Context: an optimization exercise on an open-source flow, tuned for small area, a short achievable clock period and few clock cycles per item. The choices shown serve that exercise and are no tape-out recipe. At most, simulation tests tie the RTL to the original design; equivalence was not proved. For run 1, only the layout was checked, not whether the RTL still works.

==> flow/design.v (outline; a module is shown in full before it is edited, if it fits) <==
// module dct8_stream: 2707 lines
// module dct_fa: 10 lines
// module dct_ha: 9 lines
// module dct_addsub: 14 lines
// module dct_carry: 31 lines
// module dct_carry_ci: 13 lines
// module dct_sum: 11 lines
// module dct_sum_co: 12 lines
// module dct_out: 19 lines
// module dct_sub_cs: 12 lines
// module dct_subl: 8 lines
// module dct_subh: 11 lines
// module dct_bf_cs: 15 lines
// module dct_bfl: 14 lines
// module dct_bfh: 17 lines
module dct8_stream #(
    parameter int IN_W        = 8,
    parameter int OUT_W       = 14,
    parameter int LEVEL_SHIFT = 0
) (
    input  logic                    clk,
    input  logic                    rst,
    input  logic                    en,
    input  logic                    in_valid,
    output logic                    in_ready,
    input  logic [IN_W-1:0]         x0,
    input  logic [IN_W-1:0]         x1,
    input  logic [IN_W-1:0]         x2,
    input  logic [IN_W-1:0]         x3,
    input  logic [IN_W-1:0]         x4,
    input  logic [IN_W-1:0]         x5,
    input  logic [IN_W-1:0]         x6,
    input  logic [IN_W-1:0]         x7,
    output logic                    out_valid,
    input  logic                    out_ready,
    output logic signed [OUT_W-1:0] y0,
    output logic signed [OUT_W-1:0] y1,
    output logic signed [OUT_W-1:0] y2,
    output logic signed [OUT_W-1:0] y3,
    output logic signed [OUT_W-1:0] y4,
    output logic signed [OUT_W-1:0] y5,
    output logic signed [OUT_W-1:0] y6,
    output logic signed [OUT_W-1:0] y7
);
  // ...
==> flow/flow/run.sh <==
#!/bin/bash
# Standard ORFS layout, with repair_timing aiming below the clock period and
# plain buffers on the ports.
set -euo pipefail
bash standard.sh SETUP_SLACK_MARGIN=7.4 "BUFFER_PORTS_ARGS=-buffer_cell sky130_fd_sc_hd__buf_2" finish > standard_flow.log 2>&1
==> flow/standard.sh <==
#!/bin/bash
# synth_recipe.tcl (not shown) runs the flow's synth.tcl, then flattens the netlist and writes it again
# the make line also repeats each setting of config.mk as NAME=value (left out here)
make -C /OpenROAD-flow-scripts/flow DESIGN_CONFIG=/design/flow/config.mk WORK_HOME=/design/flow/orfs CLKGATE_MAP_FILE= SYNTH_SCRIPT=/design/flow/synth_recipe.tcl "${@:-finish}"
==> flow/config.mk <==
export PLATFORM = sky130hd
export DESIGN_NAME = dct8_stream
export DESIGN_NICKNAME = dct8_stream
export VERILOG_FILES = /design/flow/design.v
export SDC_FILE = /design/flow/constraint.sdc
export NUM_CORES = 4
export LEC_CHECK = 0
export CAP_MARGIN = 20
export CORE_MARGIN = 2
export CORE_UTILIZATION = 50
export SLEW_MARGIN = 20
export SYNTH_HIERARCHICAL = 1
==> flow/constraint.sdc <==
create_clock -name core_clock -period 12.0 [get_ports {clk}]
set_input_delay 2.4000 -clock core_clock [delete_from_list [all_inputs] [get_ports {clk}]]
set_output_delay 2.4000 -clock core_clock [all_outputs]
set_load 0.01 [all_outputs]
==> run summary, run 1 <==
Post-Place Cells 4096; final-layout non-clock buffer area share 0.0498; Avg Inst Size Synth 12.4 µm²; Die Height 274 µm; DR WL/cell 20.3 µm; area occupied by registers 7470 µm²; antenna cells 2; worst path bufs/invs 3; clk root buf clkbuf_16; outcome complete, no violations; Via Count 22500; Setup TNS 0 ps; area delta synth->final 13.1%; Ports 183; final setup margin 7320 ps; Critical Path Start a1_r[2]; CTS max path bufs 3; Via density 5.31; critical path depth 16; Die Width 274 µm; Post-Syn Area 36300 µm²; worst endpoint required time 12310 ps; CTS Buf Count 36; endpoints failing setup 0; HPWL Detailed 66.3 mm; combinational family with the most area after synthesis adder cells
==> module dct_subh, before the edit <==
module dct_subh #(
    parameter int CI = 0
) (
    input  logic [3:0] a,
    input  logic [3:0] b,
    output logic [4:0] y
);
    logic [4:0] t;
    assign t = {1'b0, a} + {1'b0, ~b} + 5'(CI);
    assign y = {~t[4], t[3:0]};
endmodule
==> run 2: changes to the inputs <==
--- a/flow/design.v
+++ b/flow/design.v
@@ -65,37 +65,48 @@
         if (~sv)
             for (int i = 0; i < 8; i++) sk[i] <= xin[i];
     end
     always_comb
         for (int i = 0; i < 8; i++) xm[i] = sv ? sk[i] : xin[i];
     logic [8:0] a_n [4];
     logic [8:0] b_n [4];
     for (genvar i = 0; i < 4; i++) begin : g_bfly
-        dct_bf_cs #(.SUB(0)) ua (.a(xm[i]), .b(xm[7-i]), .y(a_n[i]));
-        dct_bf_cs #(.SUB(1)) ub (.a(xm[i]), .b(xm[7-i]), .y(b_n[i]));
+        dct_addsub #(.W(8), .SUB(0)) ua (.a(xm[i]), .b(xm[7-i]), .y(a_n[i]));
+        dct_addsub #(.W(8), .SUB(1)) ub (.a(xm[i]), .b(xm[7-i]), .y(b_n[i]));
     end
     logic [8:0] ss_n, sc_n, es_n, ec_n;
     for (genvar j = 0; j < 9; j++) begin : g_l1
         dct_fa us (.a(a_n[0][j]), .b(a_n[1][j]), .c(a_n[2][j]), .s(ss_n[j]), .co(sc_n[j]));
         dct_fa ue (.a(a_n[1][j]), .b(a_n[2][j]), .c(~a_n[0][j]), .s(es_n[j]), .co(ec_n[j]));
     end
+    logic [4:0] dl0_n, dl1_n;
+    logic       dc0_n, dc1_n;
+    dct_subl ul0 (.a(a_n[0][4:0]), .b(a_n[3][4:0]), .y(dl0_n), .co(dc0_n));
+    dct_subl ul1 (.a(a_n[1][4:0]), .b(a_n[2][4:0]), .y(dl1_n), .co(dc1_n));
     logic [8:0] ss_r, sc_r, es_r, ec_r;
-    logic [8:0] a0_r, a1_r, a2_r, a3_r;
+    logic [8:0] a3_r;
+    logic [3:0] a0h_r, a1h_r, a2h_r;
+    logic [4:0] dl0_r, dl1_r;
+    logic       dc0_r, dc1_r;
     logic [8:0] b0_r, b1_r, b2_r, b3_r;
     always_ff @(posedge clk) begin
         if (en & r2) begin
             ss_r <= ss_n;
             sc_r <= sc_n;
             es_r <= es_n;
             ec_r <= ec_n;
-            a0_r <= a_n[0];
-            a1_r <= a_n[1];
-            a2_r <= a_n[2];
-            a3_r <= a_n[3];
+            a0h_r <= a_n[0][8:5];
+            a1h_r <= a_n[1][8:5];
+            a2h_r <= a_n[2][8:5];
+            a3_r  <= a_n[3];
+            dl0_r <= dl0_n;
+            dl1_r <= dl1_n;
+            dc0_r <= dc0_n;
+            dc1_r <= dc1_n;
             b0_r <= b_n[0];
             b1_r <= b_n[1];
             b2_r <= b_n[2];
             b3_r <= b_n[3];
         end
     end
     logic [9:0] yv [8];
     logic s1;
@@ -1763,18 +1774,20 @@
     assign c18 = es_r[1] | ec_r[0];
     dct_fa us19 (.a(es_r[2]), .b(ec_r[1]), .c(~a3_r[2]), .s(s19), .co(c20));
     dct_fa us21 (.a(es_r[3]), .b(ec_r[2]), .c(~a3_r[3]), .s(s21), .co(c22));
     dct_fa us23 (.a(es_r[4]), .b(ec_r[3]), .c(~a3_r[4]), .s(s23), .co(c24));
     dct_fa us25 (.a(es_r[5]), .b(ec_r[4]), .c(~a3_r[5]), .s(s25), .co(c26));
     dct_fa us27 (.a(es_r[6]), .b(ec_r[5]), .c(~a3_r[6]), .s(s27), .co(c28));
     dct_fa us29 (.a(es_r[7]), .b(ec_r[6]), .c(~a3_r[7]), .s(s29), .co(c30));
     dct_fa us31 (.a(es_r[8]), .b(ec_r[7]), .c(~a3_r[8]), .s(s31), .co(c32));
-    dct_sub_cs ud0 (.a(a0_r), .b(a3_r), .y(d0));
-    dct_sub_cs ud1 (.a(a1_r), .b(a2_r), .y(d1));
+    dct_subh ud0 (.a(a0h_r), .b(a3_r[8:5]), .ci(dc0_r), .y(d0[9:5]));
+    dct_subh ud1 (.a(a1h_r), .b(a2h_r), .ci(dc1_r), .y(d1[9:5]));
+    assign d0[4:0] = dl0_r;
+    assign d1[4:0] = dl1_r;
     dct_fa us33 (.a(~a3_r[0]), .b(a3_r[1]), .c(ss_r[0]), .s(s33), .co(c34));
     dct_fa us35 (.a(sc_r[8]), .b(a3_r[1]), .c(ss_r[0]), .s(s35), .co(c36));
     dct_ha us37 (.a(s1), .b(c16), .s(s37), .co(c38));
     dct_ha us39 (.a(c2), .b(c14), .s(s39), .co(c40));
     dct_fa us41 (.a(ss_r[0]), .b(a3_r[0]), .c(a3_r[1]), .s(s41), .co(c42));
     dct_ha us43 (.a(c10), .b(c6), .s(s43), .co(c44));
     dct_fa us45 (.a(a3_r[1]), .b(c12), .c(c8), .s(s45), .co(c46));
     dct_fa us47 (.a(s1), .b(c4), .c(s5), .s(s47), .co(c48));
@@ -2819,85 +2832,26 @@
     for (genvar j = 1; j < 5; j++) begin : g_p
         assign p0[j] = &u0[j-1:0];
         assign p1[j] = &u1[j-1:0];
     end
     assign ch     = c5 | (cl & (&u0));
     assign y[4:0] = u0 ^ ({5{cl}} & p0);
     assign y[9:5] = u1 ^ ({5{ch}} & p1);
 endmodule
-module dct_sub_cs (
-    input  logic [8:0] a,
-    input  logic [8:0] b,
-    output logic [9:0] y
-);
-    logic [4:0] lo, h0, h1;
-    logic       c5;
-    dct_subl u_lo (.a(a[4:0]), .b(b[4:0]), .y(lo), .co(c5));
-    dct_subh #(.CI(0)) u_h0 (.a(a[8:5]), .b(b[8:5]), .y(h0));
-    dct_subh #(.CI(1)) u_h1 (.a(a[8:5]), .b(b[8:5]), .y(h1));
-    assign y = {c5 ? h1 : h0, lo};
-endmodule
 module dct_subl (
     input  logic [4:0] a,
     input  logic [4:0] b,
     output logic [4:0] y,
     output logic       co
 );
     assign {co, y} = {1'b0, a} + {1'b0, ~b} + 6'd1;
 endmodule
-module dct_subh #(
-    parameter int CI = 0
-) (
+module dct_subh (
     input  logic [3:0] a,
     input  logic [3:0] b,
+    input  logic       ci,
     output logic [4:0] y
 );
     logic [4:0] t;
-    assign t = {1'b0, a} + {1'b0, ~b} + 5'(CI);
+    assign t = {1'b0, a} + {1'b0, ~b} + {4'd0, ci};
     assign y = {~t[4], t[3:0]};
 endmodule
-module dct_bf_cs #(
-    parameter int SUB = 0
-) (
-    input  logic [7:0] a,
-    input  logic [7:0] b,
-    output logic [8:0] y
-);
-    logic [3:0] lo;
-    logic [4:0] h0, h1;
-    logic       c4;
-    dct_bfl #(.SUB(SUB)) u_lo (.a(a[3:0]), .b(b[3:0]), .y(lo), .co(c4));
-    dct_bfh #(.SUB(SUB), .CI(0)) u_h0 (.a(a[7:4]), .b(b[7:4]), .y(h0));
-    dct_bfh #(.SUB(SUB), .CI(1)) u_h1 (.a(a[7:4]), .b(b[7:4]), .y(h1));
-    assign y = {c4 ? h1 : h0, lo};
-endmodule
-module dct_bfl #(
-    parameter int SUB = 0
-) (
-    input  logic [3:0] a,
-    input  logic [3:0] b,
-    output logic [3:0] y,
-    output logic       co
-);
-    if (SUB != 0) begin : g_s
-        assign {co, y} = {1'b0, a} + {1'b0, ~b} + 5'd1;
-    end else begin : g_a
-        assign {co, y} = {1'b0, a} + {1'b0, b};
-    end
-endmodule
-module dct_bfh #(
-    parameter int SUB = 0,
-    parameter int CI  = 0
-) (
-    input  logic [3:0] a,
-    input  logic [3:0] b,
-    output logic [4:0] y
-);
-    logic [4:0] t;
-    if (SUB != 0) begin : g_s
-        assign t = {1'b0, a} + {1'b0, ~b} + 5'(CI);
-        assign y = {~t[4], t[3:0]};
-    end else begin : g_a
-        assign t = {1'b0, a} + {1'b0, b} + 5'(CI);
-        assign y = t;
-    end
-endmodule
==> flow/config.mk (replaced) <==
export PLATFORM = sky130hd
export DESIGN_NAME = dct8_stream
export DESIGN_NICKNAME = dct8_stream
export VERILOG_FILES = /design/flow/design.v
export SDC_FILE = /design/flow/constraint.sdc
export NUM_CORES = 4
export LEC_CHECK = 0
export ABC_AREA = 1
export CAP_MARGIN = 20
export CORE_MARGIN = 2
export CORE_UTILIZATION = 50
export SLEW_MARGIN = 20
export SYNTH_HIERARCHICAL = 1
==> run 2 against run 1 <==
Compared with the run above: global-route usage is 0.73 points lower; largest cell class unchanged; non-clock buffer count shrank 66; register-to-register slack gained 220 ps; critical endpoint is now t4_u0r[4]; still clean on timing, DRC and antenna; design area shrank 3.5%.
==> run summary, run 2 <==
worst r2r src a3_r[6]; Hold Buf Count CTS 0; HPWL Detailed 64.0 mm (-3.4%); met1 Use GR 0.304; outcome complete, no violations; FF-to-FF End t4_u0r[4]; worst slack, placed 7060 ps; Hold Path Cell Cnt 2; Via Count 23600 (+4.9%); most frequent cells in the layout nand2_1 (861), inv_1 (820), fa_1 (739); Final Critical Period 4470 ps; clk_skew 24.6 ps; Die Width 273 µm (-0.39%); DRT iter0 DRCs 1069; Port Buffer Count 178; clock sinks 268; adder-cell share of the synthesized area 0.514; xor/xnor share of the synthesized area 0.0185; largest net degree at the start of global routing 70; initial antenna violation count 1; Crit path arrival time 4770 ps; final worst-path cycle share 0.372; reg-to-reg slack, setup 7530 ps; routing usage on met3 0.0329; Synth cell types 32; Die Height 273 µm (-0.39%); Synth Area in Simple Gates 0.155; Placeable Area 71500 µm²; fraction of registers with async set/reset 0; share of cells above drive strength 1 0.0972; Worst-Skew Late Latency 550 ps; post-synthesis sequential area ratio 0.205; drc violations 0; Reg with most FFs sk; # rows 98; Post-synth top cells nand2_1 (863), inv_1 (825), fa_1 (749); CTS max path bufs 3 (unchanged); Setup TNS 0 ps (unchanged); combinational family with the most area after synthesis adder cells; Final Max Slew Viols 0; Slew HR 0.372; Final nets 5005; most frequent cell after synthesis nand2_1; multiplexer share of the synthesized area 0; GRT overflow 0; Synth top area share 0.416; Placer Congestion 0.854; Worst Hold Margin 482 ps; vias in the first global route 25000; worst endpoint required time 12300 ps (about the same); TritonCTS clock tree built; Hold Path Sink sk[5][7]; Post-synth EDFFs 201; RSZ-0062 raised after global routing yes; Initial Util 0.504; R2R cell count 14; gr busiest metal met2; final setup margin 7530 ps (+216 ps); clk root buf clkbuf_16; DR pass1 iterations 5; DR WL/cell 16.8 µm (-17%); final non-filler cell area 39600 µm²; antenna cells 0 (-2); Reg clk slew, reported paths 70 ps; endpoints failing setup 0 (unchanged); first-pass GRT wire length 134 mm; Synth Flop Type edfxtp_1; overall routed net length 81.9 mm; Ports 183 (unchanged); crit path max fanout 5; Yosys reg bits 268; worst hold path type reg2reg; Synth Area in Compound Gates 0.0119; met2 Use GR 0.412; Crit Path Category reg2reg; Hold Crit Start sk[5][7]; CP endpoint kind register; total die area 74300 µm²; Avg Inst Size Synth 9.89 µm² (-20%); Finished Layout Cells 4880; CP startpoint kind register; largest area contributor in the netlist fa_1; post-route ant nets 0; Max Fclk 224 MHz; Overall Global Routing Usage 0.236; Synth Warn # 61; Least-Margin Pin Slew 942 ps; max FFs per register 64; Placed Area 38200 µm²; Post-Place Cells 4793 (+17%); Gate Count Post-Synth 3644; CTS Buf Count 35 (-2.8%); Post-Syn Area 36000 µm² (-0.79%); area delta synth->final 9.92%; htree depth 2; top post-synthesis cells by area fa_1 (42%), edfxtp_1 (17%), ha_1 (9.8%), nand2_1 (9.0%), inv_1 (8.6%); Via density 4.85 (-8.7%); Max-cap violations 0; most common cell after layout, fill and taps aside nand2_1; final hold violation count 0; fin util 0.554
==> run 2: changes by cell type after synthesis, moves of 36 or more <==
cell      delta
nand2_1    +815
nor2_1      +97
nor2b_1     -36
nand2b_1    -39
ha_1        -42
nand3_1    +124
mux2_2      -87
xnor2_1     -76
a21o_1      -53
o21ai_0     -41
inv_1      +172
==> run 2: modules after synthesis, one instance, submodules excluded, a selection <==
module       copies in the design  cells inside
dct8_stream                     1           947
dct_fa                        719             1
dct_subl                        2            45
dct_ha                         68             1
dct_subh                        2            21
dct_out                         8            37
==> run 2: kinds of logic after synthesis <==
group / after synthesis
compound gates: 84
simple gates: 1306
flops: 268
fa+ha+maj: 1031
buf+inv: 877
xor+xnor: 76
other cells: 2
==> run 2: cell type report <==
cell class | instances | area (µm²)
Timing Repair Buffer | 245 | 1430
Sequential cell | 268 | 7380
Inverter | 831 | 3140
Tap cell | 950 | 1190
Clock inverter | 17 | 178
Multi-Input combinational cell | 2524 | 25400
Clock buffer | 45 | 943
Fill cell | 6384 | 31900
==> run 2: routing by layer <==
| metal | wire length, µm | part of all wire |
|---|---|---|
| met5 | 11 | 0.00013 |
| met4 | 2660 | 0.033 |
| met3 | 3870 | 0.047 |
| met2 | 41600 | 0.51 |
| met1 | 33800 | 0.41 |
==> run 2: critical path, cell delays in order, from the launching register on <==
cell and delay, ps:
edfxtp_1 490, inv_1 110, fa_2 480, fa_1 590
fa_1 440, fa_1 410, fa_1 490, inv_1 50
fa_1 490, inv_1 40, ha_1 350, inv_1 100
nand2_1 50, nand3_1 70, nand2_1 50
==> run 2: how the worst max path moves through the flow <==
stage,cells past startpoint,from,to
2_1_floorplan,14,a3_r[5],t6_u0r[4]
3_3_place_gp,17,a3_r[5],t6_u0r[3]
3_5_place_dp,17,a3_r[5],t6_c5r
4_1_cts,14,a3_r[7],t4_u0r[4]
5_1_grt,14,a3_r[7],t0_u0r[4]
6_report,14,a3_r[6],t4_u0r[4]
==> run 2: what timing repair did <==
item,in CTS,in global routing
endpoints found under the setup margin,22,22
pin swaps,1,5
gates resized for setup,8,15
buffers inserted,4,21
Testbench counts of run 2, summed over its fixed seeds: cycles 1,040, items 1,024.
==> run 3: changes to the inputs <==
==> flow/flow/run.sh (replaced) <==
#!/bin/bash
# Standard ORFS layout, with repair_timing aiming below the clock period and
# plain buffers on the ports.
set -euo pipefail
bash standard.sh SETUP_SLACK_MARGIN=7.8 "BUFFER_PORTS_ARGS=-buffer_cell sky130_fd_sc_hd__buf_2" finish > standard_flow.log 2>&1
==> run 3 against run 2 <==
Compared with the run above: critical path depth did not move; design area increased by 9.8%; via count up 5.1%; utilization grew 5.4 points; critical endpoint unchanged; largest cell class unchanged.
==> run summary, run 3 <==
Reg with most FFs sk; final worst-path cycle share 0.358 (-0.0140); post-route ant nets 0 (unchanged); Synth Warn # 61 (unchanged); worst hold path type reg2reg; most frequent cell after synthesis nand2_1; Hold Crit Start sk[7][2]; most frequent cells in the layout nand2_1 (804), inv_1 (773), fa_1 (643); Max-cap violations 0 (unchanged); # rows 98 (unchanged); initial antenna violation count 0 (-1); CP startpoint kind register; DRT iter0 DRCs 1454 (+36%); worst endpoint required time 12320 ps (+20 ps); Die Width 273 µm (unchanged); Synth cell types 32 (unchanged); final hold violation count 0 (unchanged); drc violations 0 (unchanged); Yosys reg bits 268 (unchanged); Fill cells 6056 (-5.1%); post-synthesis sequential area ratio 0.205 (unchanged); Post-Syn Area 36000 µm² (unchanged); HPWL Detailed 65.2 mm (+1.8%); crit path max fanout 5 (unchanged); Synth Flop Type edfxtp_1; largest net degree at the start of global routing 70 (unchanged); vias in the first global route 25400 (+1.6%); clk root buf clkbuf_16; CTS Buf Count 34 (-2.9%); Via Count 24900 (+5.1%); Crit path arrival time 4620 ps (-150 ps); max FFs per register 64 (unchanged); Ports 183 (unchanged); R2R cell count 14 (unchanged); clock sinks 268 (unchanged); overall routed net length 88.9 mm (+8.5%); Finished Layout Cells 5135 (+5.2%); Least-Margin Pin Slew 844 ps (-98.3 ps); Final nets 5259 (+5.1%); final non-filler cell area 43500 µm² (+9.8%); Reg clk slew, reported paths 60 ps (about the same); largest area contributor in the netlist fa_1; Placer Congestion 0.875 (+2.5%); Hold Buf Count CTS 0 (unchanged); FF-to-FF End t4_u0r[4]; most common cell after layout, fill and taps aside nand2_1; area delta synth->final 20.7%; Post-synth EDFFs 201 (unchanged); TritonCTS clock tree built; fraction of registers with async set/reset 0 (unchanged); endpoints failing setup 0 (unchanged); Max Fclk 233 MHz (+3.9%); total die area 74300 µm² (unchanged); Crit Path Category reg2reg; clk_skew 26.3 ps (+1.69 ps); Hold Path Cell Cnt 2 (unchanged); RSZ-0062 raised after global routing yes; Gate Count Post-Synth 3644 (unchanged); reg-to-reg slack, setup 7700 ps (+170 ps); GRT overflow 0 (unchanged); Port Buffer Count 178 (unchanged); Post-Place Cells 4793 (unchanged); CP endpoint kind register; top post-synthesis cells by area fa_1 (42%), edfxtp_1 (17%), ha_1 (9.8%), nand2_1 (9.0%), inv_1 (8.6%); Setup TNS 0 ps (unchanged); first-pass GRT wire length 138 mm (+3.2%); DR WL/cell 17.3 µm (+3.2%); share of cells above drive strength 1 0.219 (+0.121); Post-synth top cells nand2_1 (863), inv_1 (825), fa_1 (749); Final Critical Period 4300 ps (-168 ps); Avg Inst Size Synth 9.89 µm² (unchanged); outcome complete, no violations; DR pass1 iterations 7 (+2); Hold Path Sink sk[7][2]; Worst-Skew Late Latency 570 ps (+20 ps); Placeable Area 71500 µm² (unchanged); Die Height 273 µm (unchanged); Placed Area 38700 µm² (+1.2%); Via density 4.84 (about the same); Slew HR 0.438 (+0.0656); Initial Util 0.504 (unchanged); Overall Global Routing Usage 0.244 (+0.00871); htree depth 2 (unchanged); worst r2r src a3_r[7]; CTS max path bufs 3 (unchanged); Final Max Slew Viols 0 (unchanged); antenna cells 0 (unchanged); Synth top area share 0.416 (unchanged)
-- run 3: per-stage QoR --
step / hold WS, ps / utilization / worst slack (ps)
after detailed placement: 467 / 0.541 / 7280
after global routing: 519 / 0.608 / 7520
after CTS: 486 / 0.579 / 7660
after floorplan: 445 / - / 7530
final: 488 / 0.608 / 7700
after global placement: 463 / 0.541 / 7310
-- run 3: critical path: stages, from the launching register on --
cell and delay [ps]:
edfxtp_1 340, buf_6 140, inv_4 40, fa_2 580
fa_1 450, fa_1 500, fa_2 370, fa_2 540
inv_2 40, fa_1 480, inv_2 40, ha_4 290
nand3_1 80, nand3_1 80, nand2_1 60
-- run 3: cell families (layout without fill, tap and decap cells) --
group | after synthesis | after routing | synth area share
simple gates | 1306 | 1306 | 0.155
compound gates | 84 | 84 | 0.0119
other cells | 2 | 27 | 0.000208
buf+inv | 877 | 1393 | 0.0963
flops | 268 | 268 | 0.205
xor+xnor | 76 | 76 | 0.0185
fa+ha+maj | 1031 | 1031 | 0.514
-- run 3: worst max path at each step --
stage              from         to  depth (start not counted)
6_report        a3_r[7]  t4_u0r[4]                         14
5_1_grt        a1h_r[0]  t6_u0r[4]                         17
4_1_cts         a3_r[5]  t0_u0r[4]                         16
3_5_place_dp      x0[1]   dl0_r[4]                         13
3_3_place_gp      x0[1]   dl0_r[4]                         13
2_1_floorplan   b0_r[7]  t3_u0r[4]                         11
-- run 3: modules after synthesis, one instance, submodules excluded, a selection --
module       times used  cells  area (µm²)  flip-flops and latches
dct_out               8     37         209                       0
dct_fa              719      1        20.0                       0
dct_subh              2     21         149                       0
dct_subl              2     45         246                       0
dct8_stream           1    947       10500                     268
dct_ha               68      1        12.5                       0
-- run 3: repair_timing --
action	4_1_cts	5_1_grt
buffers inserted	121	155
resized for setup	162	231
setup endpoints to repair	91	124
pin swaps	52	149
cloned	1	3
-- run 3: final cells by class --
type,count,area [µm²],share of cell area
clock buffers,48,941,0.0216
clock inverters,14,150,0.00345
inverters,831,3160,0.0727
multi-input cells,2524,26500,0.610
flip-flops and latches,268,7380,0.170
well taps,950,1190,0.0273
repair buffers,500,4150,0.0955
-- run 3: routing by layer --
layer / vias up / global-route usage / part of all wire
met3: 93 / 0.0517 / 0.068
met4: 0 / 0.0532 / 0.021
met2: 658 / 0.376 / 0.45
met5: - / 0 / 0
li1: 11900 / - / -
met1: 12200 / 0.359 / 0.46
==> run 4: changes to the inputs <==
==> flow/flow/run.sh (replaced) <==
#!/bin/bash
# Standard ORFS layout, with repair_timing aiming below the clock period and
# plain buffers on the ports.
set -euo pipefail
bash standard.sh SETUP_SLACK_MARGIN=7.6 "BUFFER_PORTS_ARGS=-buffer_cell sky130_fd_sc_hd__buf_2" finish > standard_flow.log 2>&1
--- a/flow/config.mk
+++ b/flow/config.mk
@@ -10,3 +10,3 @@
 export CORE_MARGIN = 2
-export CORE_UTILIZATION = 50
+export CORE_UTILIZATION = 55
 export SLEW_MARGIN = 20
==> run 4 against run 3 <==
Compared with the run above: still clean; routed wire length decreased by 2.3%; global-route usage increased by 3.0 points; hold slack got worse by 3.3 ps; sequential share of layout area increased by 1.3 points; first-iteration DRC count decreased by 22%; critical path type is now reg2out.
==> run summary, run 4 <==
outcome complete, no violations; Placer Congestion 0.890 (+1.7%); Post-Syn Area 36000 µm² (unchanged); met1 Use GR 0.349 (-0.00943); reg-to-reg slack, setup 7640 ps (-60 ps); delay of the slowest cell on the worst path 310 ps (-270 ps); Final Max Slew Viols 0 (unchanged); Hold Path Sink sk[7][0]; drc violations 0 (unchanged); Final Critical Period 4400 ps (+98.4 ps); Crit path arrival time 2000 ps (-2620 ps); max FFs per register 64 (unchanged); CTS Buf Count 35 (+2.9%); worst hold path type reg2reg; slowest CP cell dfxtp_2; final worst-path cycle share 0.367 (+0.00820); Post-Place Cells 4697 (-2.0%); Worst-Skew Late Latency 570 ps (about the same); top post-synthesis cells by area fa_1 (42%), edfxtp_1 (17%), ha_1 (9.8%), nand2_1 (9.0%), inv_1 (8.6%); Synth Warn # 61 (unchanged); Hold Path Cell Cnt 2 (unchanged); final non-filler cell area 40500 µm² (-7.0%); Hold Crit Start sk[7][0]; overall routed net length 86.9 mm (-2.3%); vias in the first global route 26900 (+5.8%); first-pass GRT wire length 142 mm (+2.4%); Hold Buf Count CTS 0 (unchanged); Post-synth top cells nand2_1 (863), inv_1 (825), fa_1 (749); fin util 0.626 (+0.0180); Initial Util 0.558 (+0.0539); worst path bufs/invs 4 (unchanged); DR WL/cell 18.0 µm (+3.9%); GRT overflow 0 (unchanged); most frequent cells in the layout nand2_1 (855), inv_1 (808), fa_1 (698); antenna cells 0 (unchanged); final setup margin 7600 ps (-98.4 ps); Die Width 260 µm (-4.6%); Synth Flop Type edfxtp_1; post-synthesis sequential area ratio 0.205 (unchanged); Setup TNS 0 ps (unchanged); Finished Layout Cells 4831 (-5.9%); Least-Margin Pin Slew 952 ps (+108 ps); endpoints failing setup 0 (unchanged); Worst Hold Margin 485 ps (-3.26 ps); Crit Path Category reg2out; routing usage on met3 0.0287 (-0.0230); share of cells above drive strength 1 0.128 (-0.0904); HPWL Detailed 67.8 mm (+4.0%); Avg Inst Size Synth 9.89 µm² (unchanged); Reg with most FFs sk; delay-heaviest family, CP buffers and inverters; Yosys reg bits 268 (unchanged); R2R cell count 15 (+1); clock sinks 268 (unchanged); Via Count 24600 (-1.2%); Placed Area 38200 µm² (-1.2%); clk_skew 28.4 ps (+2.08 ps); Max Fclk 227 MHz (-2.2%); final hold violation count 0 (unchanged); most common cell after layout, fill and taps aside nand2_1; CP endpoint kind output port; fraction of registers with async set/reset 0 (unchanged); TritonCTS clock tree built; largest area contributor in the netlist fa_1; worst r2r src a3_r[8]; CTS max path bufs 3 (unchanged); Overall Global Routing Usage 0.274 (+0.0301); htree depth 2 (unchanged); Synth top area share 0.416 (unchanged); Ports 183 (unchanged); crit path max fanout 65 (+60); Die Height 260 µm (-4.6%); total die area 67600 µm² (-9.0%); Reg clk slew, reported paths 60 ps (about the same); Post-synth EDFFs 201 (unchanged); largest net degree at the start of global routing 66 (-5.7%); met2 Use GR 0.484 (+0.108); CP startpoint kind register; most frequent cell after synthesis nand2_1; Gate Count Post-Synth 3644 (unchanged); CP cell instances clkbuf_8, inv_6, buf_8, buf_2; Synth cell types 32 (unchanged); Placeable Area 64600 µm² (-9.7%); Max-cap violations 0 (unchanged); worst endpoint required time 9600 ps (-2720 ps); clk root buf clkbuf_16; gr busiest metal met2; DRT iter0 DRCs 1141 (-22%); Via density 5.08 (+5.0%); Fill cells 5358 (-12%); Final nets 5049 (-4.0%); initial antenna violation count 0 (unchanged); RSZ-0062 raised after global routing yes; post-route ant nets 0 (unchanged); Port Buffer Count 178 (unchanged); area delta synth->final 12.2%; Slew HR 0.365 (-0.0721); # rows 93 (-5.1%); DR pass1 iterations 5 (-2); FF-to-FF End t0_u0r[4]; worst slack, placed 7120 ps (-165 ps)
run 4: cell count changes in the layout (fill, tap and decap cells not counted), sizes merged:
cell      delta
xor2         +1
clkinvlp     -1
clkinv       -4
inv          +1
bufbuf       -1
buf        -209
clkbuf       +4
run 4: per-layer routing:
| layer | routed length [µm] | share of wire |
|---|---|---|
| met5 | 0 | 0 |
| met4 | 3670 | 0.042 |
| met3 | 3880 | 0.045 |
| met2 | 44500 | 0.51 |
| met1 | 34800 | 0.40 |
run 4: kinds of logic after synthesis:
family,share of synthesized area
simple gates,0.155
fa+ha+maj,0.514
buf+inv,0.0963
flops,0.205
compound gates,0.0119
xor+xnor,0.0185
other cells,0.000208
run 4: what timing repair did:
| item | in CTS | in global routing |
|---|---|---|
| gates cloned | 1 | 0 |
| endpoints found under the setup margin | 45 | 42 |
| resized for setup | 31 | 108 |
| setup buffers | 26 | 43 |
| pin swaps | 9 | 34 |
run 4: Yosys stat by module (local to each module, per instance), excerpt:
| module | cells | flops+latches |
|---|---|---|
| dct8_stream | 947 | 268 |
| dct_fa | 1 | 0 |
| dct_ha | 1 | 0 |
| dct_out | 37 | 0 |
| dct_subh | 21 | 0 |
| dct_subl | 45 | 0 |
run 4: final cells by class:
cell class / instances / area, µm² / area share
multi-input combinational: 2525 / 25700 / 0.636
sequential: 268 / 7380 / 0.182
inverter: 831 / 3150 / 0.0778
timing repair buffer: 288 / 1940 / 0.0481
clock buffer: 54 / 1080 / 0.0266
tap: 855 / 1070 / 0.0264
clock inverter: 10 / 100 / 0.00247
run 4: worst register-to-register path, stage by stage (launching register included):
cell	delay (ps)
edfxtp_1	410
buf_12	160
fa_2	530
buf_6	160
fa_1	520
fa_2	570
inv_2	40
fa_1	510
fa_1	460
fa_2	430
inv_2	60
nand2_2	40
nand2_2	70
nand2_2	50
nand2_2	50
nand2_1	50
run 4: worst max path at each step:
stage / cells after the start / end / start / slack [ps]
6_report: 4 / in_ready / sv / 7600
5_1_grt: 4 / in_ready / sv / 7490
4_1_cts: 4 / in_ready / sv / 7370
3_5_place_dp: 14 / t2_u0r[4] / a3_r[5] / 7120
3_3_place_gp: 14 / t6_u0r[4] / a3_r[5] / 7240
2_1_floorplan: 13 / t1_u0r[4] / b0_r[8] / 7520
==> run 5: changes to the inputs <==
--- a/flow/config.mk
+++ b/flow/config.mk
@@ -10,3 +10,4 @@
 export CORE_MARGIN = 2
-export CORE_UTILIZATION = 55
+export CORE_UTILIZATION = 50
+export GPL_ROUTABILITY_DRIVEN = 0
 export SLEW_MARGIN = 20
==> run 5 against run 4 <==
Compared with the run above: clock skew grew 12 ps; synthesized cell count stayed put; register-to-register slack better by 70 ps; global-route usage is 3.3 points lower; critical path type unchanged; largest cell class unchanged; clock-buffer cell count fell by 2; final cell count rose by 1.7%; sequential share of layout area about the same; design area is essentially flat; first-iteration DRC count up 24%; still clean.
==> run summary, run 5 <==
CTS max path bufs 3 (unchanged); Least-Margin Pin Slew 866 ps (-86.0 ps); DRT iter0 DRCs 1413 (+24%); Via Count 24000 (-2.2%); Synth top area share 0.416 (unchanged); initial antenna violation count 0 (unchanged); Hold Path Cell Cnt 2 (unchanged); fin util 0.566 (-0.0608); DR pass1 iterations 7 (+2); outcome complete, no violations; Reg with most FFs sk; post-route ant nets 0 (unchanged); worst hold path type reg2reg; Die Width 273 µm (+4.8%); final hold violation count 0 (unchanged); Port Buffer Count 178 (unchanged); Avg Inst Size Synth 9.89 µm² (unchanged); Placeable Area 71500 µm² (+11%); slowest CP cell edfxtp_1; Overall Global Routing Usage 0.242 (-0.0326); max FFs per register 64 (unchanged); most frequent cell after synthesis nand2_1; met2 routed WL 43.7 mm (-1.7%); Crit path arrival time 1920 ps (-80 ps); first-pass GRT wire length 138 mm (-2.7%); Synth Flop Type edfxtp_1; final worst-path cycle share 0.360 (-0.00681); worst endpoint required time 9600 ps (about the same); clk root buf clkbuf_16; Max-cap violations 0 (unchanged); RSZ-0062 raised after global routing yes; vias in the first global route 25700 (-4.6%); htree depth 2 (unchanged); crit path max fanout 5 (-92%); most frequent cells in the layout nand2_1 (856), inv_1 (812), fa_1 (696); Synth Warn # 61 (unchanged); R2R cell count 16 (+1); Reg clk slew, reported paths 60 ps (about the same); drc violations 0 (unchanged); Post-synth top cells nand2_1 (863), inv_1 (825), fa_1 (749); Met3 Wirelength 4.29 mm (+10%); CP cell instances nand2_2, nor2_4, nand3_2, nand2_4, buf_4, buf_4, nand2_1, nand2_1, nand2_1, buf_2; HPWL Detailed 65.7 mm (-3.2%); top sig layer met4; Setup TNS 0 ps (unchanged); delay of the slowest cell on the worst path 410 ps (+100 ps); clk_skew 40.1 ps (+11.8 ps); Hold Buf Count CTS 0 (unchanged); Gate Count Post-Synth 3644 (unchanged); CTS Buf Count 37 (+5.7%); share of cells above drive strength 1 0.125 (-0.00336); endpoints failing setup 0 (unchanged); overall routed net length 84.3 mm (-2.9%); Final Critical Period 4320 ps (-81.7 ps); Die Height 273 µm (+4.8%); clock sinks 268 (unchanged); Initial Util 0.504 (-0.0539); Yosys reg bits 268 (unchanged); top post-synthesis cells by area fa_1 (42%), edfxtp_1 (17%), ha_1 (9.8%), nand2_1 (9.0%), inv_1 (8.6%); Final nets 5034 (-0.30%); DRT met1 WL 34.1 mm (-2.0%); most used cell, CP nand2_1; post-synthesis sequential area ratio 0.205 (unchanged); Worst-Skew Late Latency 580 ps (about the same); Worst Hold Margin 481 ps (-3.32 ps); largest area contributor in the netlist fa_1; Via density 4.89 (-3.8%); DR WL/cell 17.2 µm (-4.6%); Crit Path Category reg2out; Finished Layout Cells 4914 (+1.7%); largest net degree at the start of global routing 67 (+1.5%); Synth cell types 32 (unchanged); most common cell after layout, fill and taps aside nand2_1; Final Max Slew Viols 0 (unchanged); CP endpoint kind output port; CP startpoint kind register; fraction of registers with async set/reset 0 (unchanged); # rows 98 (+5.4%); Max Fclk 232 MHz (+1.9%); Post-Place Cells 4791 (+2.0%); Post-Syn Area 36000 µm² (unchanged); GRT overflow 0 (unchanged); Ports 183 (unchanged); Slew HR 0.423 (+0.0573); area delta synth->final 12.2% (about the same); total die area 74300 µm² (+9.8%); Post-synth EDFFs 201 (unchanged); TritonCTS clock tree built
[run 5: area by class of cell]
class / instances / area [µm²]
fillers: 6347 / 31000
multi-input cells: 2524 / 25700
flip-flops and latches: 268 / 7380
inverters: 831 / 3130
repair buffers: 272 / 1770
well taps: 950 / 1190
clock buffers: 52 / 1110
clock inverters: 16 / 156
diodes: 1 / 2.50
[run 5: final timing paths]
kind / start / endpoint / slack [ps]
max: t7_u0r[1] / y7[7] / 7680
min: sk[2][5] / sk[2][5] / 480
max reg2reg: a3_r[5] / t2_u0r[4] / 7710
min reg2reg: sk[2][5] / sk[2][5] / 480
[run 5: what timing repair did]
action / CTS / global route
gates cloned: 0 / 0
pin swaps: 10 / 31
endpoints found under the setup margin: 52 / 40
resized for setup: 27 / 92
setup buffers: 26 / 28
[run 5: worst max-delay path, delay by kind of cell, from the launching register on]
kind | cells | cell delay, ps
and+or+nand+nor | 7 | 610
buffers and inverters | 3 | 340
DFF | 1 | 410
[run 5: through the flow]
stage | setup WS (ps) | cell area (µm²)
global placement | 7160 | 38300
global route | 7540 | 40400
detailed placement | 7120 | 38300
CTS | 7590 | 39900
finish | 7680 | 40400
floorplan | 7520 | 36300
[run 5: per-layer routing]
metal  up-vias  global-route usage
met1     11900               0.312
li1      11500                   -
met4         0              0.0580
met5         -                   0
met2       490               0.431
met3       121              0.0344
[run 5: logic make-up after synthesis]
group	Yosys count	share of synthesized area
simple gates	1306	0.155
fa+ha+maj	1031	0.514
buf+inv	877	0.0963
flops	268	0.205
compound gates	84	0.0119
xor+xnor	76	0.0185
other cells	2	0.000208
[run 5: per-module statistics from Yosys, one instance, submodules excluded, excerpt]
module / flip-flops and latches / cells inside
dct_fa: 0 / 1
dct_subl: 0 / 45
dct_ha: 0 / 1
dct8_stream: 268 / 947
dct_subh: 0 / 21
dct_out: 0 / 37
==> run 6: changes to the inputs <==
--- a/flow/config.mk
+++ b/flow/config.mk
@@ -11,3 +11,2 @@
 export CORE_UTILIZATION = 50
-export GPL_ROUTABILITY_DRIVEN = 0
 export SLEW_MARGIN = 20
==> run 6 against run 5 <==
Compared with the run above: utilization stayed put; die area stayed put; setup slack stayed put; synthesized cell count stayed put; design area stayed put; flip-flop and latch count stayed put; hold slack stayed put; routed wire length stayed put; area after synthesis stayed put; critical path type unchanged.
==> run summary, run 6 <==
outcome complete, no violations; Reg with most FFs sk; htree depth 2 (unchanged); Die Width 273 µm (unchanged); CTS max path bufs 3 (unchanged); Via density 4.89 (unchanged); Initial Util 0.504 (unchanged); endpoints failing setup 0 (unchanged); CP endpoint kind output port; Synth cell types 32 (unchanged); Reg clk slew, reported paths 60 ps (about the same); Synth Area in Simple Gates 0.155 (unchanged); max FFs per register 64 (unchanged); Critical Path Start t7_u0r[1]; Placer Congestion 0.882; Worst-Skew Late Latency 580 ps (about the same); Synth top area share 0.416 (unchanged); Gate Count Post-Synth 3644 (unchanged); initial antenna violation count 0 (unchanged); Final nets 5034 (unchanged); Slew HR 0.423 (unchanged); adder-cell share of the synthesized area 0.514 (unchanged); combinational family with the most area after synthesis adder cells; Hold Crit Start sk[2][5]; DR pass1 iterations 7 (unchanged); worst hold path type reg2reg; vias in the first global route 25700 (unchanged); clock sinks 268 (unchanged); Yosys reg bits 268 (unchanged); post-route ant nets 0 (unchanged); largest net degree at the start of global routing 67 (unchanged); Via Count 24000 (unchanged); share of cells above drive strength 1 0.125 (unchanged); CP cell instances nand2_2, nor2_4, nand3_2, nand2_4, buf_4, buf_4, nand2_1, nand2_1, nand2_1, buf_2; total die area 74300 µm² (unchanged); Overall Global Routing Usage 0.242 (unchanged); Synth Warn # 61 (unchanged); first-pass GRT wire length 138 mm (unchanged); CTS Buf Count 37 (unchanged); Final Critical Period 4320 ps (unchanged); Avg Inst Size Synth 9.89 µm² (unchanged); Ports 183 (unchanged); slowest CP cell edfxtp_1; Crit path arrival time 1920 ps (about the same); TritonCTS clock tree built; Post-Syn Area 36000 µm² (unchanged); DR WL/cell 17.2 µm (unchanged); worst endpoint required time 9600 ps (about the same); top post-synthesis cells by area fa_1 (42%), edfxtp_1 (17%), ha_1 (9.8%), nand2_1 (9.0%), inv_1 (8.6%); Max Fclk 232 MHz (unchanged); Final Max Slew Viols 0 (unchanged); routing usage on met3 0.0344 (unchanged); crit path max fanout 5 (unchanged); fraction of registers with async set/reset 0 (unchanged); met1 Use GR 0.312 (unchanged); Least-Margin Pin Slew 866 ps (unchanged); DRT iter0 DRCs 1413 (unchanged); clk root buf clkbuf_16; Hold Buf Count CTS 0 (unchanged); drc violations 0 (unchanged); Synth Flop Type edfxtp_1; xor/xnor share of the synthesized area 0.0185 (unchanged); worst r2r src a3_r[5]; CP startpoint kind register; met2 Use GR 0.431 (unchanged); RSZ-0062 raised after global routing yes; GRT overflow 0 (unchanged); Post-synth top cells nand2_1 (863), inv_1 (825), fa_1 (749); largest area contributor in the netlist fa_1; clk_skew 40.1 ps (unchanged); Die Height 273 µm (unchanged); final setup margin 7680 ps (unchanged); final hold violation count 0 (unchanged); Setup TNS 0 ps (unchanged); Port Buffer Count 178 (unchanged); most common cell after layout, fill and taps aside nand2_1; Post-synth EDFFs 201 (unchanged); worst slack, placed 7120 ps (unchanged); delay of the slowest cell on the worst path 410 ps (about the same); Max-cap violations 0 (unchanged); # rows 98 (unchanged); post-synthesis sequential area ratio 0.205 (unchanged); area delta synth->final 12.2% (unchanged); final worst-path cycle share 0.360 (unchanged); most frequent cell after synthesis nand2_1; HPWL Detailed 65.7 mm (unchanged); overall routed net length 84.3 mm (unchanged); most used cell, CP nand2_1; multiplexer share of the synthesized area 0 (unchanged); Placeable Area 71500 µm² (unchanged); gr busiest metal met2; Synth Area in Compound Gates 0.0119 (unchanged); Crit Path Category reg2out; most frequent cells in the layout nand2_1 (856), inv_1 (812), fa_1 (696)
## run 6: cell counts after synthesis
No cell type changed its count.
## run 6: per-module statistics from Yosys (local to each module, per instance), a selection
module	times used	area, µm²	flip-flops and latches
dct_subl	2	246	0
dct_subh	2	149	0
dct_fa	719	20.0	0
dct_ha	68	12.5	0
dct_out	8	209	0
dct8_stream	1	10500	268
## run 6: metrics by stage
stage / hold slack [ps] / utilization / area (µm²) / cells
3_3_place_gp: 470 / 0.536 / 38300 / 4791
5_1_grt: 508 / 0.566 / 40400 / 4913
6_report: 481 / 0.566 / 40400 / 4914
4_1_cts: 485 / 0.558 / 39900 / 4885
3_5_place_dp: 471 / 0.536 / 38300 / 4791
2_1_floorplan: 445 / - / 36300 / 3669
## run 6: timing repair
item / CTS / global route
endpoints found under the setup margin: 52 / 40
setup buffers: 26 / 28
gates resized for setup: 27 / 92
pin swaps: 10 / 31
cloned: 0 / 0
## run 6: worst paths after layout
kind,endpoint,slack (ps),depth (start not counted)
worst max-delay path,y7[7],7680,10
worst min-delay path,sk[2][5],480,2
worst max register to register,t2_u0r[4],7710,16
worst min register to register,sk[2][5],480,2
## run 6: layout make-up
class	count	area, µm²
Tap cell	950	1190
Clock inverter	16	156
Antenna cell	1	2.50
Timing Repair Buffer	272	1770
Fill cell	6347	31000
Sequential cell	268	7380
Clock buffer	52	1110
Multi-Input combinational cell	2524	25700
Inverter	831	3130
## run 6: metal layers
metal | vias up | share of wire
met1 | 11900 | 0.40
met5 | - | 0
met3 | 121 | 0.051
met4 | 0 | 0.026
li1 | 11500 | -
met2 | 490 | 0.52
## run 6: kinds of logic after synthesis
kind of cell	after synthesis
AND/OR/NAND/NOR	1306
AO/OA/AOI/OAI	84
other	2
buffers and inverters	877
adder cells (fa/ha/maj)	1031
flip-flops	268
XOR/XNOR	76
## run 6: critical path, delay by kind of cell (launching register included)
kind          cells  cell delay, ps
buf+inv           3             340
simple gates      7             610
flops             1             410
==> run 7: changes to the inputs <==
==> flow/flow/run.sh (replaced) <==
#!/bin/bash
# Standard ORFS layout, with repair_timing aiming below the clock period and
# plain buffers on the ports.
set -euo pipefail
bash standard.sh SETUP_SLACK_MARGIN=7.7 "BUFFER_PORTS_ARGS=-buffer_cell sky130_fd_sc_hd__buf_2" finish > standard_flow.log 2>&1
==> run 7 against run 6 <==
Compared with the run above: via count increased by 3.1%; synthesized cell count unchanged; die area unchanged; critical path type is now reg2reg; critical endpoint is now t3_u0r[4].
==> run summary, run 7 <==
Avg Inst Size Synth 9.89 µm² (unchanged); CTS Buf Count 37 (unchanged); clk_skew 32.6 ps (-7.52 ps); Reg with most FFs sk; Placer Congestion 0.868 (-1.6%); Synth top area share 0.416 (unchanged); area delta synth->final 17.5%; Port Buffer Count 178 (unchanged); Die Width 273 µm (unchanged); outcome complete, no violations; first-pass GRT wire length 135 mm (-2.2%); final hold violation count 0 (unchanged); CP startpoint kind register; most frequent cell after synthesis nand2_1; drc violations 0 (unchanged); endpoints failing setup 0 (unchanged); Hold Path Sink sk[0][0]; Final nets 5183 (+3.0%); # rows 98 (unchanged); Setup TNS 0 ps (unchanged); Crit path arrival time 4670 ps (+2750 ps); Overall Global Routing Usage 0.238 (-0.00368); Yosys reg bits 268 (unchanged); most common cell after layout, fill and taps aside nand2_1; Via density 4.90 (+0.15%); Via Count 24800 (+3.1%); worst r2r src b0_r[4]; top post-synthesis cells by area fa_1 (42%), edfxtp_1 (17%), ha_1 (9.8%), nand2_1 (9.0%), inv_1 (8.6%); Hold Buf Count CTS 0 (unchanged); FF-to-FF End t3_u0r[4]; Post-synth EDFFs 201 (unchanged); Synth cell types 32 (unchanged); most frequent cells in the layout nand2_1 (851), inv_1 (805), fa_1 (676); TritonCTS clock tree built; Least-Margin Pin Slew 746 ps (-120 ps); clk root buf clkbuf_16; Post-synth top cells nand2_1 (863), inv_1 (825), fa_1 (749); DR pass1 iterations 7 (unchanged); CP endpoint kind register; Hold Crit Start sk[0][0]; total die area 74300 µm² (unchanged); Worst-Skew Late Latency 590 ps (about the same); DRT iter0 DRCs 1308 (-7.4%); share of cells above drive strength 1 0.171 (+0.0459); worst endpoint required time 12320 ps (+2720 ps); max FFs per register 64 (unchanged); antenna cells 0 (-1); Synth Flop Type edfxtp_1; Post-Syn Area 36000 µm² (unchanged); Reg clk slew, reported paths 60 ps (about the same); GRT overflow 0 (unchanged); DR WL/cell 17.1 µm (-0.24%); R2R cell count 12 (-4); post-route ant nets 0 (unchanged); reg-to-reg slack, setup 7640 ps (-70 ps); Synth Warn # 61 (unchanged); Ports 183 (unchanged); Finished Layout Cells 5061 (+3.0%); Crit Path Category reg2reg; Final Critical Period 4360 ps (+38.0 ps); post-synthesis sequential area ratio 0.205 (unchanged); worst hold path type reg2reg; initial antenna violation count 0 (unchanged); Hold Path Cell Cnt 2 (unchanged); HPWL Detailed 64.9 mm (-1.1%); fraction of registers with async set/reset 0 (unchanged); Fill cells 6175 (-2.7%); Post-Place Cells 4793 (+0.042%); overall routed net length 86.6 mm (+2.7%); Die Height 273 µm (unchanged); clock sinks 268 (unchanged); Gate Count Post-Synth 3644 (unchanged); vias in the first global route 25400 (-1.0%); Initial Util 0.504 (unchanged); largest area contributor in the netlist fa_1; Max Fclk 230 MHz (-0.87%); Final Max Slew Viols 0 (unchanged); htree depth 2 (unchanged); Slew HR 0.503 (+0.0801); final worst-path cycle share 0.363 (+0.00316); Max-cap violations 0 (unchanged); fin util 0.592 (+0.0266); largest net degree at the start of global routing 66 (-1.5%); Placeable Area 71500 µm² (unchanged); CTS max path bufs 3 (unchanged); RSZ-0062 raised after global routing yes; crit path max fanout 7 (+2)
[run 7: worst max-delay path, stage by stage, from the launching register on]
cell,delay [ps]
edfxtp_1,520
buf_12,210
fa_1,430
fa_1,580
fa_1,450
fa_1,580
fa_1,470
ha_4,200
fa_2,380
nand2_1,80
nand3_1,60
nand3_1,70
nand2_1,60
[run 7: metal layers]
metal / vias to the layer above / GRT usage / share of wire
met3: 142 / 0.0359 / 0.052
met5: - / 0 / 0
met2: 579 / 0.423 / 0.50
li1: 11800 / - / -
met1: 12300 / 0.302 / 0.41
met4: 0 / 0.0685 / 0.036
[run 7: cell families after synthesis]
| group | synth area share |
|---|---|
| adders and majority gates | 0.514 |
| and+or+nand+nor | 0.155 |
| DFF | 0.205 |
| AOI/OAI and AO/OA | 0.0119 |
| buffers and inverters | 0.0963 |
| xor gates and xnor gates | 0.0185 |
| other | 0.000208 |
[run 7: timing repair]
action	in CTS	in global routing
resized for setup	68	162
pin swaps	19	88
cloned	0	6
setup buffers	41	154
endpoints found under the setup margin	55	51
[run 7: through the flow]
stage | hold slack (ps) | instance area, µm² | setup WS, ps
final | 482 | 42300 | 7640
after global routing | 509 | 42300 | 7510
after CTS | 483 | 40400 | 7660
after detailed placement | 469 | 38500 | 7250
after global placement | 464 | 38500 | 7280
after floorplan | 445 | 36400 | 7530
[run 7: Yosys stat by module (local to each module, per instance), a selection]
module / flops+latches / copies in the design / cell area, µm² / cells
dct8_stream: 268 / 1 / 10500 / 947
dct_out: 0 / 8 / 209 / 37
dct_subh: 0 / 2 / 149 / 21
dct_fa: 0 / 719 / 20.0 / 1
dct_subl: 0 / 2 / 246 / 45
dct_ha: 0 / 68 / 12.5 / 1
[run 7: area by class of cell]
cell class | count | area, µm² | share of cell area
sequential | 268 | 7380 | 0.174
inverter | 831 | 3150 | 0.0745
clock inverter | 21 | 275 | 0.00650
tap | 950 | 1190 | 0.0281
clock buffer | 46 | 1040 | 0.0247
multi-input combinational | 2524 | 26000 | 0.613
timing repair buffer | 421 | 3330 | 0.0787
[run 7: how the worst max path moves through the flow]
stage | startpoint | to | slack, ps
global route | a1h_r[0] | t6_u0r[4] | 7510
global placement | x1[1] | dl1_r[4] | 7280
CTS | a1h_r[0] | t2_u0r[4] | 7660
floorplan | b0_r[8] | t1_u0r[4] | 7530
detailed placement | x2[1] | dl1_r[4] | 7250
finish | b0_r[4] | t3_u0r[4] | 7640

## separate check: timing with driven ports
In the flow no input, the clock included, has a driving cell. The finished layouts below were timed again as built, in two steps. Step 1 (the two cells are an assumption about what drives the block):
set clk [get_ports {clk}]
set_driving_cell -lib_cell sky130_fd_sc_hd__clkbuf_16 $clk
set_driving_cell -lib_cell sky130_fd_sc_hd__buf_2 [delete_from_list [all_inputs] $clk]
Step 2 adds t to the input delays and takes it off the output delays; t is the mean of the earliest and latest rising clock arrival at the registers after step 1. Input paths then give back, and output paths get back, about the clock's delay inside the block. Slacks: ideal ports / drivers / drivers and shift; pairs: ideal ports / drivers.
| run | shift t [ns] | setup slack, ns | worst setup path after step 2 | worst register clock-pin slew, ns | worst data-port slew with drivers (ns) |
|---|---|---|---|---|---|
| run 1 | 0.627 | 7.316 / 7.316 / 6.878 | input to register | 0.07 / 0.07 | 0.05 |
| run 2 | 0.600 | 7.532 / 7.532 / 7.208 | input to register | 0.07 / 0.07 | 0.07 |
| run 3 | 0.627 | 7.700 / 7.687 / 7.333 | input to register | 0.06 / 0.06 | 0.05 |
| run 4 | 0.619 | 7.601 / 7.538 / 7.192 | input to register | 0.07 / 0.07 | 0.04 |
| run 5 | 0.622 | 7.683 / 7.623 / 7.167 | input to register | 0.06 / 0.06 | 0.05 |
| run 6 | 0.622 | 7.683 / 7.623 / 7.167 | input to register | 0.06 / 0.06 | 0.05 |
| run 7 | 0.639 | 7.645 / 7.645 / 7.273 | input to register | 0.06 / 0.06 | 0.05 |
After both steps every run listed still meets setup and hold.
